This design comes from an exercise in tuning for small area on the open sky130 flow, not from production work. In this exercise RTL edits were held to simulation tests only and were not proved equivalent to the original. Power is estimated from default activity; no workload was simulated.

==> design.v <==
package reg_file_pkg;
    localparam int DATA_W_DEF = 32;
    localparam int ADDR_W_DEF = 5;
    localparam int ZERO_ADDR  = 0;
    function automatic integer lo(input integer idx, input integer w);
        lo = idx * w;
    endfunction
endpackage
module reg_file_wr_select
#(
    parameter int ADDR_W = reg_file_pkg::ADDR_W_DEF
) (
    input  logic [1:0]        wr_en_i,
    input  logic [2*ADDR_W-1:0] wr_addr_i,
    input  logic [ADDR_W-1:0] addr_i,
    output logic              s1_o,
    output logic              s0_o,
    output logic              sh_o
);
    logic h0, h1, s1_n, s0_n, sh_n;
    assign h0   = wr_en_i[0] && wr_addr_i[0 +: ADDR_W] == addr_i;
    assign h1   = wr_en_i[1] && wr_addr_i[ADDR_W +: ADDR_W] == addr_i;
    assign s1_n = !h1;
    assign s0_n = !h0 || h1;
    assign sh_n = h0 || h1;
    reg_file_inv u_s1 (.A(s1_n), .Y(s1_o));
    reg_file_inv u_s0 (.A(s0_n), .Y(s0_o));
    reg_file_inv u_sh (.A(sh_n), .Y(sh_o));
endmodule
module reg_file_aoi3 (
    input  logic A1, A2, B1, B2, C1, C2,
    output logic Y
);
    assign Y = ~((A1 && A2) || (B1 && B2) || (C1 && C2));
endmodule
module reg_file_inv (
    input  logic A,
    output logic Y
);
    assign Y = !A;
endmodule
module reg_file_mp
#(
    parameter int DATA_W   = reg_file_pkg::DATA_W_DEF,
    parameter int ADDR_W   = reg_file_pkg::ADDR_W_DEF,
    parameter int NUM_RD   = 2,
    parameter int NUM_WR   = 2,
    parameter int ZERO_REG = 1,
    parameter int BYPASS   = 1
) (
    input  logic                     clk,
    input  logic                     reset,
    input  logic [NUM_RD-1:0]        rd_en,
    input  logic [NUM_RD*ADDR_W-1:0] rd_addr,
    output logic [NUM_RD*DATA_W-1:0] rd_data,
    output logic [NUM_RD-1:0]        rd_busy,
    input  logic [NUM_WR-1:0]        wr_en,
    input  logic [NUM_WR*ADDR_W-1:0] wr_addr,
    input  logic [NUM_WR*DATA_W-1:0] wr_data,
    input  logic                     res_en,
    input  logic [ADDR_W-1:0]        res_addr,
    output logic [2**ADDR_W-1:0]     busy_vec
);
    localparam int DEPTH = 2**ADDR_W;
    logic [DEPTH-1:1][DATA_W-1:0] mem_q;       
    logic [DEPTH-1:1][DATA_W-1:0] mem_d;       
    logic [DEPTH-1:1]             valid_q, valid_d;
    logic [DEPTH-1:1]             busy_q, busy_d;
    logic [DEPTH-1:0]             busy_all_d;        
    logic                         par_q;
    logic [DEPTH-1:1]             s1, s0, sh;
    logic [DATA_W-1:0]            a0, a1;
    logic [NUM_RD*DATA_W-1:0]     rd_data_q, rd_data_d;
    logic [NUM_RD-1:0]            rd_busy_q, rd_busy_d;
    for (genvar b = 0; b < DATA_W; b++) begin : g_wd
        logic a0_n, a1_n;
        assign a0_n = wr_data[b] ~^ par_q;
        assign a1_n = wr_data[DATA_W + b] ~^ par_q;
        reg_file_inv u_a0 (.A(a0_n), .Y(a0[b]));
        reg_file_inv u_a1 (.A(a1_n), .Y(a1[b]));
    end
    for (genvar a = 1; a < DEPTH; a++) begin : g_addr
        reg_file_wr_select #(.ADDR_W(ADDR_W)) u_sel (
            .wr_en_i  (wr_en),
            .wr_addr_i(wr_addr),
            .addr_i   (ADDR_W'(a)),
            .s1_o     (s1[a]),
            .s0_o     (s0[a]),
            .sh_o     (sh[a])
        );
        for (genvar b = 0; b < DATA_W; b++) begin : g_bit
            reg_file_aoi3 u_nx (
                .A1(s1[a]), .A2(a1[b]), .B1(s0[a]), .B2(a0[b]), .C1(sh[a]), .C2(mem_q[a][b]),
                .Y (mem_d[a][b])
            );
        end
        assign valid_d[a] = valid_q[a] || !sh[a];
        assign busy_d[a]  = (res_en && res_addr == ADDR_W'(a)) || (sh[a] && busy_q[a]);
    end
    assign busy_all_d = {busy_d, 1'b0};
    for (genvar i = 0; i < NUM_RD; i++) begin : g_rd
        logic [ADDR_W-1:0] ra;
        logic              x;
        logic [DEPTH-1:1]  msel;
        logic [DATA_W-1:0] m;
        logic              hold, hold_n;
        assign ra = rd_addr[i*ADDR_W +: ADDR_W];
        assign hold_n = rd_en[i];
        reg_file_inv u_hold (.A(hold_n), .Y(hold));
        logic [3:0] lo;
        logic [7:0] hi;
        for (genvar j = 0; j < 4; j++) begin : g_lo
            assign lo[j] = ra[1:0] == 2'(j);
        end
        for (genvar j = 0; j < 8; j++) begin : g_hi
            assign hi[j] = rd_en[i] && ra[4:2] == 3'(j);
        end
        for (genvar a = 1; a < DEPTH; a++) begin : g_sel
            logic msel_n;
            assign msel_n = !(lo[a % 4] && hi[a / 4] && valid_d[a]);
            reg_file_inv u_ms (.A(msel_n), .Y(msel[a]));
        end
        for (genvar b = 0; b < DATA_W; b++) begin : g_bit
            logic [10:0] y;
            for (genvar k = 0; k < 10; k++) begin : g_t
                reg_file_aoi3 u_t (
                    .A1(msel[3*k+1]), .A2(mem_d[3*k+1][b]),
                    .B1(msel[3*k+2]), .B2(mem_d[3*k+2][b]),
                    .C1(msel[3*k+3]), .C2(mem_d[3*k+3][b]),
                    .Y (y[k])
                );
            end
            assign y[10] = !((msel[31] && mem_d[31][b]) || (hold && rd_data_q[i*DATA_W + b]));
            assign m[b] = !(&y);
        end
        assign x = !par_q && |msel;
        assign rd_data_d[i*DATA_W +: DATA_W] = m ^ {DATA_W{x}};
        assign rd_busy_d[i] = rd_en[i] ? busy_all_d[ra] : rd_busy_q[i];
    end
    always_ff @(posedge clk)
        mem_q <= mem_d;
    always_ff @(posedge clk or posedge reset)
        if (reset) begin
            valid_q   <= '0;
            busy_q    <= '0;
            par_q     <= 1'b0;
            rd_data_q <= '0;
            rd_busy_q <= '0;
        end else begin
            valid_q   <= valid_d;
            busy_q    <= busy_d;
            par_q     <= !par_q;
            rd_data_q <= rd_data_d;
            rd_busy_q <= rd_busy_d;
        end
    assign rd_data  = rd_data_q;
    assign rd_busy  = rd_busy_q;
    assign busy_vec = {busy_q, 1'b0};
endmodule
==> flow/run.sh <==
#!/bin/bash
# Layout flow: the standard flow (standard.sh) with these changes:
#  - synthesis (flow/synth.tcl): ABC maps with an area-oriented script
#    (flow/abc_area.script) instead of ORFS's delay-oriented one, and the RTL's
#    reg_file_aoi3 / reg_file_inv instances are mapped to the a222oi / inv cells;
#    every other synthesis step is the standard flow's own;
#  - floorplan skips ORFS's pre-placement setup repair (it sizes cells up against
#    wire-load-model delays that placement does not bear out);
#  - port buffers use the smallest buffer cell;
#  - clock tree synthesis adds no dummy loads and builds the tree from clkbuf_8 cells,
#    each driving a cluster of up to 15 registers;
#  - up to 10 rounds of antenna repair after detailed routing (5 in ORFS);
#  - global routing derates met1 more (flow/fastroute.tcl), leaving it for pin access.
set -euo pipefail
HERE=$PWD
export FLOW_ABC_SCRIPT=$HERE/flow/abc_area.script
export FLOW_SYNTH_TCL=$HERE/synth_recipe.tcl
bash standard.sh SYNTH_SCRIPT=$HERE/flow/synth.tcl synth > $HERE/synth.log 2>&1
bash standard.sh \
  "BUFFER_PORTS_ARGS=-buffer_cell sky130_fd_sc_hd__buf_1" \
  MAX_REPAIR_ANTENNAS_ITER_DRT=10 \
  REMOVE_ABC_BUFFERS=1 \
  FASTROUTE_TCL=$HERE/flow/fastroute.tcl \
  "CTS_ARGS=-sink_clustering_enable -repair_clock_nets -dont_use_dummy_load -buf_list {sky130_fd_sc_hd__clkbuf_8} -sink_clustering_size 15 -sink_clustering_max_diameter 80" \
  > $HERE/layout.log 2>&1
==> flow/abc_area.script <==
&get -n
&st
&dch -f
&nf -R 1000
&st
&dch -f
&nf -R 1000
&st
&dch -f
&nf -R 1000
&put
==> flow/fastroute.tcl <==
# Global routing setup: the platform's (sky130hd fastroute.tcl) with met1 derated
# more (70% instead of 20%), so that global routing leaves met1 free for pin access
# and the detailed router has fewer conflicts to resolve.
set_global_routing_layer_adjustment $::env(MIN_ROUTING_LAYER)-$::env(MAX_ROUTING_LAYER) 0.2
set_global_routing_layer_adjustment met1 0.7

set_routing_layers -clock $::env(MIN_CLK_ROUTING_LAYER)-$::env(MAX_ROUTING_LAYER)
set_routing_layers -signal $::env(MIN_ROUTING_LAYER)-$::env(MAX_ROUTING_LAYER)
==> flow/synth.tcl <==
# The standard flow's synthesis script (synth_recipe.tcl) with two changes: ABC runs on
# flow/abc_area.script, and each reg_file_aoi3 / reg_file_inv instance becomes the
# library's a222oi / inv cell (same function) right after the first hierarchy
# pass, before the design is flattened.
set ::my_mapped_aoi 0
proc hierarchy {args} {
  yosys hierarchy {*}$args
  if { !$::my_mapped_aoi } {
    set ::my_mapped_aoi 1
    yosys chtype -map reg_file_aoi3 sky130_fd_sc_hd__a222oi_1
    yosys chtype -map reg_file_inv sky130_fd_sc_hd__inv_2
    yosys hierarchy {*}$args
  }
}
proc abc {args} {
  set i [lsearch -exact $args -script]
  lset args [expr {$i + 1}] $::env(FLOW_ABC_SCRIPT)
  yosys abc {*}$args
}
source $::env(FLOW_SYNTH_TCL)
==> standard.sh <==
#!/bin/bash
# synth_recipe.tcl (not shown) runs the flow's synth.tcl, then flattens the netlist and writes it again
# the make line also repeats each setting of config.mk as NAME=value (left out here)
make -C /OpenROAD-flow-scripts/flow DESIGN_CONFIG=/design/flow/config.mk WORK_HOME=/design/flow/orfs CLKGATE_MAP_FILE= SYNTH_SCRIPT=/design/flow/synth_recipe.tcl "${@:-finish}"
==> config.mk <==
export PLATFORM = sky130hd
export DESIGN_NAME = reg_file_mp
export DESIGN_NICKNAME = reg_file_mp
export VERILOG_FILES = /design/flow/design.v
export SDC_FILE = /design/flow/constraint.sdc
export NUM_CORES = 8
export LEC_CHECK = 0
export CAP_MARGIN = 20
export CORE_MARGIN = 2
export CORE_UTILIZATION = 50
export GPL_TIMING_DRIVEN = 0
export SLEW_MARGIN = 20
==> constraint.sdc <==
create_clock -name core_clock -period 8.0 [get_ports {clk}]
set_input_delay 1.6000 -clock core_clock [delete_from_list [all_inputs] [get_ports {clk}]]
set_output_delay 1.6000 -clock core_clock [all_outputs]
set_load 0.01 [all_outputs]
==> impl_metrics.tcl, run 1 <==
set metrics [dict create \
    synth_top_cell_area_share 0.435 \
    antenna_found_initial 13 \
    cts_hold_buf 0 \
    yosysWarnings 1 \
    tightest_slew_ns 1.32 \
    skew_ns 0.0663 \
    grt_max_degree 67 \
    grtUsageMet1 0.860 \
    cp_max_fo 35 \
    p_leak_nw 19.7 \
    worstSetupPathType "in -> reg" \
    hold_viol 0 \
    synth_flop_cell "dfxtp_1" \
    muxShareOfSynthArea 0.000494 \
    track_usage 0.663 \
    fin_hold_ws_ns 0.457 \
    post_cts_buffers 0 \
    reg2reg_slack_ns 3.75 \
    synth_area_leaders "dfxtp_1 44%, a222oi_1 36%, dfrtp_1 7.1%, nand4_1 2.1%, inv_2 1.8%" \
    ys_top_cells_by_count "1636 x a222oi_1, 992 x dfxtp_1, 221 x inv_2, 154 x nand4_1, 152 x nand3_1" \
    synth_adder_area_share 0 \
    fin_crit_sh 0.822 \
    power_frac_seq 0.567 \
    ys_types 31 \
    endpoint_kind "flop" \
    syn_to_final_growth_pct 8.18 \
    internal_power_mw 9.41 \
    switchingPower_mw 4.75 \
    hold_class "reg -> reg" \
    total_power_mw 14.2 \
    grt-busiest-layer "met1" \
    ys_seq_area_frac 0.506 \
    grt_util_met3 0.654 \
    wire_per_inst_um 47.0 \
    worstRegToRegCells 9 \
    cap_violations 0 \
    use_met2 0.738 \
    synth_xor_xnor_area_share 0.0246 \
    drc_errors 0 \
    mappedNetlistArea_um2 45600 \
    die_x_um 306 \
    cts_buffer_depth 3 \
    rows 110 \
    die_h_um 306 \
    dpl.hpwl_mm 130 \
    nNetsFinal 4247 \
    via_per_inst 9.31 \
    synth_top_family_by_area "compound AO/OA/AOI/OAI gates" \
    final_area_um2 49400 \
    coreArea_um2 90300 \
    vias 49700 \
    ctsRootBufferMaster "clkbuf_8" \
    place_area_um2 48100 \
    synth-compound-area-share 0.382 \
    drt_wl_total_mm 251 \
    grt_pass1_vias 54900 \
    ant_nets 0 \
    cp-start-kind "input pin" \
    drtIter0Drc 10400 \
    cts_made_buffers 85 \
    ys_ff_latch 1121 \
    portBuffers 192 \
    syn_inst 3859 \
    postSynthAreaPerCell_um2 11.8 \
    cts_resized 0 \
    place.gp.congestion 1.04 \
    synth-edff-count 0 \
    cp.required_ns 8.69 \
    yosysTopAreaCell "dfxtp_1" \
    clk_pin_slew_ns 0.10 \
    cts.htree.levels 3 \
    p_sw_frac 0.336 \
    period_needed_ns 6.58 \
    drt_pass1_iterations 15 \
    dieArea_um2 93700 \
    async_reset_ff_frac 0.115 \
    rsz0062_at_grt "no" \
    cp_data_arrival_time_ns 7.27 \
    cts_tree "built" \
    clock_latency_ns 0.83 \
    synthSimpleGateAreaFrac 0.0673 \
    relSlewSlack 0.120 \
    ir_worst_vdd_uv 142 \
    overflow 0 \
    initial_utilization 0.505 \
    layout-drive-gt1-share 0.0798 \
    slew_viol_final 0 \
    clock_sinks 1121 \
    status "finished clean" \
    pwr-share-clk 0.204 \
    ios 194 \
    min_path_cells 1 \
    yosysMostFrequentCell "a222oi_1" \
    setup_violations 0 \
    grt_pass1_wl_mm 357 \
    powerDensity_nw_per_um2 287 \
    p_comb_frac 0.230 \
    max_freq_mhz 152 \
]
-- kinds of logic after synthesis --
group	count (synthesis)
compound gates	1778
other cells	1
mux	1
buf+inv	235
flops	1121
simple gates	595
xor+xnor	128
-- per-layer routing --
metal  wire [um]  up-vias
met5        1220        -
met4       21900       41
met3       53600     1333
met2      101000     5774
met1       73700    23000
li1            -    19500
-- path summary, 6_finish.rpt --
path | startpoint | to
min in group asynchronous | reset | valid_q[15]
max reg2reg | par_q | rd_data_q[23]
min reg2reg | mem_q[511] | mem_q[511]
max | wr_addr[0] | rd_data_q[23]
min | mem_q[511] | mem_q[511]
max in group asynchronous | reset | rd_data_q[29]
-- cell usage in the layout (no fill, tap or decap), types with 3 or more instances in the layout --
cell       Yosys  final
buf_8          0      3
buf_12         0      4
a2111oi_0     51     51
diode_2        0     12
buf_16         0      6
nand2_1      142    142
a32o_1        12     12
xnor2_1       64     64
nand2b_1      46     46
a21oi_1       12     12
nor2_1        30     28
o21ai_0       34     32
clkbuf_8       0     85
a222oi_1    1636   1636
a32oi_1       11     11
a22oi_1       13     13
nor2b_2        0      4
nand3_1      152    152
nor4_1        18     18
xor2_1        64     64
buf_1          0    192
a22o_1         4      4
inv_2        221    219
nor3_1        26     26
dfrtp_1      129    128
dfxtp_1      992    992
clkinv_1      13     12
nand4_1      154    154
nor2b_1       21     17
-- power by group through the flow --
stage / registers, mW / logic, mW / clock network [mW]
floorplan: 7.97 / 2.10 / 0
global placement: 8.06 / 3.00 / 0
detailed placement: 8.09 / 3.11 / 0
CTS: 7.96 / 3.11 / 2.85
global route: 8.16 / 3.50 / 3.02
finish: 8.02 / 3.26 / 2.88
-- metrics by stage --
stage	setup slack, ns	instances	utilization	setup TNS (ns)
after floorplan	1.26	3858	-	0
after global placement	-4.24	5226	0.530	-262.97
after detailed placement	1.04	5238	0.533	0
after CTS	1.84	5323	0.546	0
after global routing	1.59	5335	0.547	0
final	1.42	5337	0.547	0
-- registers in the layout (all words and copies together), names as in the netlist --
signal / cells
busy_q: 31
mem_q: 992
par_q: 1
rd_busy_q: 2
rd_data_q: 64
valid_q: 31
-- final cells by class --
type                       count  area, um^2
timing repair buffer         206        1020
sequential                  1121       23100
multi-input combinational   2503       21700
clock buffer                  85        1170
antenna                       12        30.0
fill                        7978       40900
inverter                     234         886
tap                         1176        1470
-- worst max-delay path, cell delays in order --
cell and delay, ns:
buf_1 0.43, nand2b_1 0.38, nor2_1 0.26, nand2_1 0.12, nand2_1 0.07, inv_2 0.86
nand2b_1 0.23, nand3_1 0.14, inv_2 0.35, nor4_1 1.03, nand4_1 0.47, o21ai_4 0.78
buf_16 0.25, xor2_1 0.18
==> inputs of run 2 (changes only) <==
--- a/design.v
+++ b/design.v
@@ -73,8 +73,11 @@
     logic [NUM_RD*DATA_W-1:0]     rd_data_q, rd_data_d;
     logic [NUM_RD-1:0]            rd_busy_q, rd_busy_d;
+    logic par0_n, par1_n;
+    reg_file_inv u_par0 (.A(par_q), .Y(par0_n));
+    reg_file_inv u_par1 (.A(par_q), .Y(par1_n));
     for (genvar b = 0; b < DATA_W; b++) begin : g_wd
         logic a0_n, a1_n;
-        assign a0_n = wr_data[b] ~^ par_q;
-        assign a1_n = wr_data[DATA_W + b] ~^ par_q;
+        assign a0_n = wr_data[b] ^ par0_n;
+        assign a1_n = wr_data[DATA_W + b] ^ par1_n;
         reg_file_inv u_a0 (.A(a0_n), .Y(a0[b]));
         reg_file_inv u_a1 (.A(a1_n), .Y(a1[b]));
@@ -134,5 +137,7 @@
             assign m[b] = !(&y);
         end
-        assign x = !par_q && |msel;
+        logic x_n;
+        assign x_n = par_q || !(|msel);
+        reg_file_inv u_x (.A(x_n), .Y(x));
         assign rd_data_d[i*DATA_W +: DATA_W] = m ^ {DATA_W{x}};
         assign rd_busy_d[i] = rd_en[i] ? busy_all_d[ra] : rd_busy_q[i];
==> run 2 against run 1 <==
Compared with the run above: clock skew shrank 0.025 ns; global-route usage grew 2.2 points; final cell count grew 0.17%; sequential power shrank 0.7%; clock power is essentially flat; area after synthesis is the same; cell area is essentially flat; first-iteration DRC count grew 3.4%; sequential share of layout area is essentially flat; synthesized cell count shrank 0.10%; critical path type unchanged; critical endpoint is now rd_data_q[57]; largest cell class unchanged; largest power group unchanged.
==> impl_metrics.tcl, run 2 <==
set metrics [dict create \
    antenna_found_initial 28 \
    regArea_um2 23100 \
    clock_sinks 1121 \
    dp.cells 5225 \
    ios 194 \
    power_frac_seq 0.564 \
    grt_pass1_wl_mm 367 \
    die_h_um 306 \
    synth_area_leaders "dfxtp_1 44%, a222oi_1 36%, dfrtp_1 7.1%, nand4_1 2.0%, inv_2 1.9%" \
    ys_ff_latch 1121 \
    worstRegToRegCells 8 \
    synth_top_cell_area_share 0.435 \
    grt_pass1_vias 55300 \
    cts.htree.levels 3 \
    endpoint_kind "flop" \
    ys_types 30 \
    final_util 0.546 \
    powerDensity_nw_per_um2 286 \
    postSynthAreaPerCell_um2 11.8 \
    synthSimpleGateAreaFrac 0.0657 \
    cts_hold_buf 0 \
    ys_seq_area_frac 0.506 \
    vias 50200 \
    synth-edff-count 0 \
    fin_crit_sh 0.801 \
    mostFrequentLayoutCells "1636 x a222oi_1, 992 x dfxtp_1, 192 x buf_1" \
    tightest_slew_ns 1.33 \
    reg2reg_slack_ns 3.22 \
    total_power_mw 14.1 \
    p_leak_nw 19.9 \
    status "finished clean" \
    ant_nets 0 \
    dieArea_um2 93700 \
    synth_adder_area_share 0 \
    worst_hold_startpoint "mem_q[871]" \
    initial_utilization 0.505 \
    nNetsFinal 4237 \
    hold_viol 0 \
    rsz0062_at_grt "no" \
    clk_pin_slew_ns 0.09 \
    async_reset_ff_frac 0.115 \
    internal_power_mw 9.43 \
    muxShareOfSynthArea 0.000987 \
    layout_commonest_cell "a222oi_1" \
    track_usage 0.685 \
    syn_to_final_growth_pct 8.08 \
    fin_hold_ws_ns 0.461 \
    p_sw_frac 0.332 \
    ir_worst_vdd_uv 181 \
    period_needed_ns 6.41 \
    cp-start-kind "input pin" \
    cts_tree "built" \
    pwr-share-clk 0.204 \
    largest_reg_flops 992 \
    slew_viol_final 0 \
    yosysMostFrequentCell "a222oi_1" \
    ctsRootBufferMaster "clkbuf_8" \
    multiInputGateArea_um2 21700 \
    dpl.hpwl_mm 130 \
    yosysTopAreaCell "dfxtp_1" \
    die_x_um 306 \
    synth_top_family_by_area "compound AO/OA/AOI/OAI gates" \
    reg_top3 "mem_q: 992 flops, rd_data_q: 64 flops" \
    via_per_inst 9.39 \
    drtIter0Drc 10700 \
    synth-compound-area-share 0.383 \
    drt_wl_total_mm 260 \
    cap_violations 0 \
    drt_pass1_iterations 21 \
    setup_violations 0 \
    yosysWarnings 1 \
    cp_max_fo 34 \
    post_cts_buffers 0 \
    drc_errors 0 \
    portBuffers 192 \
    rr_startpoint "par_q" \
    cts_buffer_depth 3 \
    layout-drive-gt1-share 0.0790 \
    place.gp.congestion 1.10 \
    final-instance-count-excl-fill 5346 \
    ys_top_cells_by_count "1636 x a222oi_1, 992 x dfxtp_1, 225 x inv_2, 156 x nand3_1, 149 x nand4_1" \
    top_register "mem_q" \
    relSlewSlack 0.111 \
    skew_ns 0.0413 \
    hold_class "reg -> reg" \
    mappedNetlistArea_um2 45600 \
    p_comb_frac 0.232 \
    cts_resized 0 \
    fillCellCount 8063 \
    cp_data_arrival_time_ns 7.02 \
    min_to "mem_q[871]" \
    grt_max_degree 70 \
    synth_flop_cell "dfxtp_1" \
    synth_xor_xnor_area_share 0.0246 \
    reg2reg_to "rd_data_q[40]" \
    overflow 0 \
    wire_per_inst_um 48.7 \
    clock_latency_ns 0.80 \
    max_freq_mhz 156 \
    worstSetupPathType "in -> reg" \
    tns_ns 0 \
    min_path_cells 1 \
    cts_made_buffers 84 \
    coreArea_um2 90300 \
    switchingPower_mw 4.68 \
    cp.required_ns 8.61 \
    syn_inst 3855 \
    rows 110 \
]
run 2: cell count changes in the layout (fill, tap and decap cells not counted), sizes merged, moves of 3 or more:
cell | previous run | this run
clkinv | 15 | 42
inv | 219 | 193
diode | 12 | 31
nor3 | 26 | 19
a2111oi | 51 | 57
buf | 206 | 201
nand4 | 154 | 149
a32oi | 11 | 7
nand3 | 152 | 156
a22oi | 13 | 16
nand2 | 142 | 139
o21ai | 34 | 37
run 2: cells by family after synthesis:
group	Yosys count
other	1
and+or+nand+nor	583
muxes	2
DFF	1121
xor gates and xnor gates	128
buffers and inverters	236
AOI/OAI and AO/OA	1784
run 2: metrics by stage:
step / instance area (um^2) / setup WS (ns)
detailed placement: 47900 / 1.74
finish: 49300 / 1.59
global placement: 47800 / 1.23
global route: 49300 / 1.71
floorplan: 45600 / 3.86
CTS: 49100 / 2.54
run 2: worst max-delay path by stage:
stage               startpoint             to  slack, ns  depth (start not counted)
detailed placement  wr_addr[8]  rd_data_q[57]       1.74                         14
floorplan           wr_addr[8]  rd_data_q[32]       3.86                         13
global route        wr_addr[8]  rd_data_q[54]       1.71                         14
CTS                 wr_addr[8]  rd_data_q[57]       2.54                         14
finish              wr_addr[8]  rd_data_q[57]       1.59                         14
global placement    wr_addr[7]  rd_data_q[28]       1.23                         14
run 2: layout make-up:
| cell class | instances | share of cell area |
|---|---|---|
| Sequential cell | 1121 | 0.468 |
| Timing Repair Buffer | 201 | 0.0187 |
| Inverter | 235 | 0.0189 |
| Antenna cell | 31 | 0.00157 |
| Tap cell | 1176 | 0.0298 |
| Multi-Input combinational cell | 2498 | 0.439 |
| Clock buffer | 84 | 0.0234 |
run 2: per-layer routing:
| layer | global-route usage | part of all wire | vias to the layer above | wire length (um) |
|---|---|---|---|---|
| met3 | 0.664 | 0.21 | 1580 | 55100 |
| met5 | 0.300 | 0.0054 | - | 1420 |
| met2 | 0.762 | 0.40 | 5842 | 104000 |
| met1 | 0.848 | 0.28 | 23200 | 74000 |
| li1 | - | - | 19500 | - |
| met4 | 0.498 | 0.099 | 51 | 25800 |
run 2: critical path: stages:
cell and delay (ns):
buf_1 0.35, nor2b_1 0.44, nor2b_1 0.39, nand2_1 0.18, o21ai_0 0.15, clkinv_2 0.89
nand2b_1 0.46, nand3_1 0.13, inv_2 0.95, nor4_1 0.10, nand4_1 0.19, o21ai_0 0.15
inv_4 0.66, xnor2_1 0.21
run 2: power groups by stage:
stage	logic [mW]	clock network, mW	registers (mW)
floorplan	2.13	0	7.97
finish	3.27	2.87	7.96
detailed placement	3.11	0	8.04
global route	3.50	3.02	8.10
global placement	3.01	0	8.02
CTS	3.12	2.83	7.92

==> port drivers added, routing unchanged <==
No port has a modelled driver above. Below, the same layouts with a new extraction and two added sets of constraints.
Step 1: set_driving_cell puts a clkbuf_16 on clk and a buf_2 on each other input, an assumption about the parent block.
Step 2 adds t to the input delays and takes it off the output delays; t is the mean of the earliest and latest rising clock arrival at the registers after step 1. Input paths then give back, and output paths get back, about the clock's delay inside the block.
Slacks: no drivers / after step 1 / after step 2; pairs: no drivers / after step 1.
run	shift t [ns]	setup WS [ns]	worst setup path at the end
run 1	0.860	1.423 / 1.464 / 0.604	input to register
run 2	0.850	1.590 / 1.554 / 0.704	input to register
After both steps setup and hold are still met in every run listed. For run 2, which loses most, drivers alone change the setup slack by -0.036 ns; drivers and shift together by -0.886 ns.
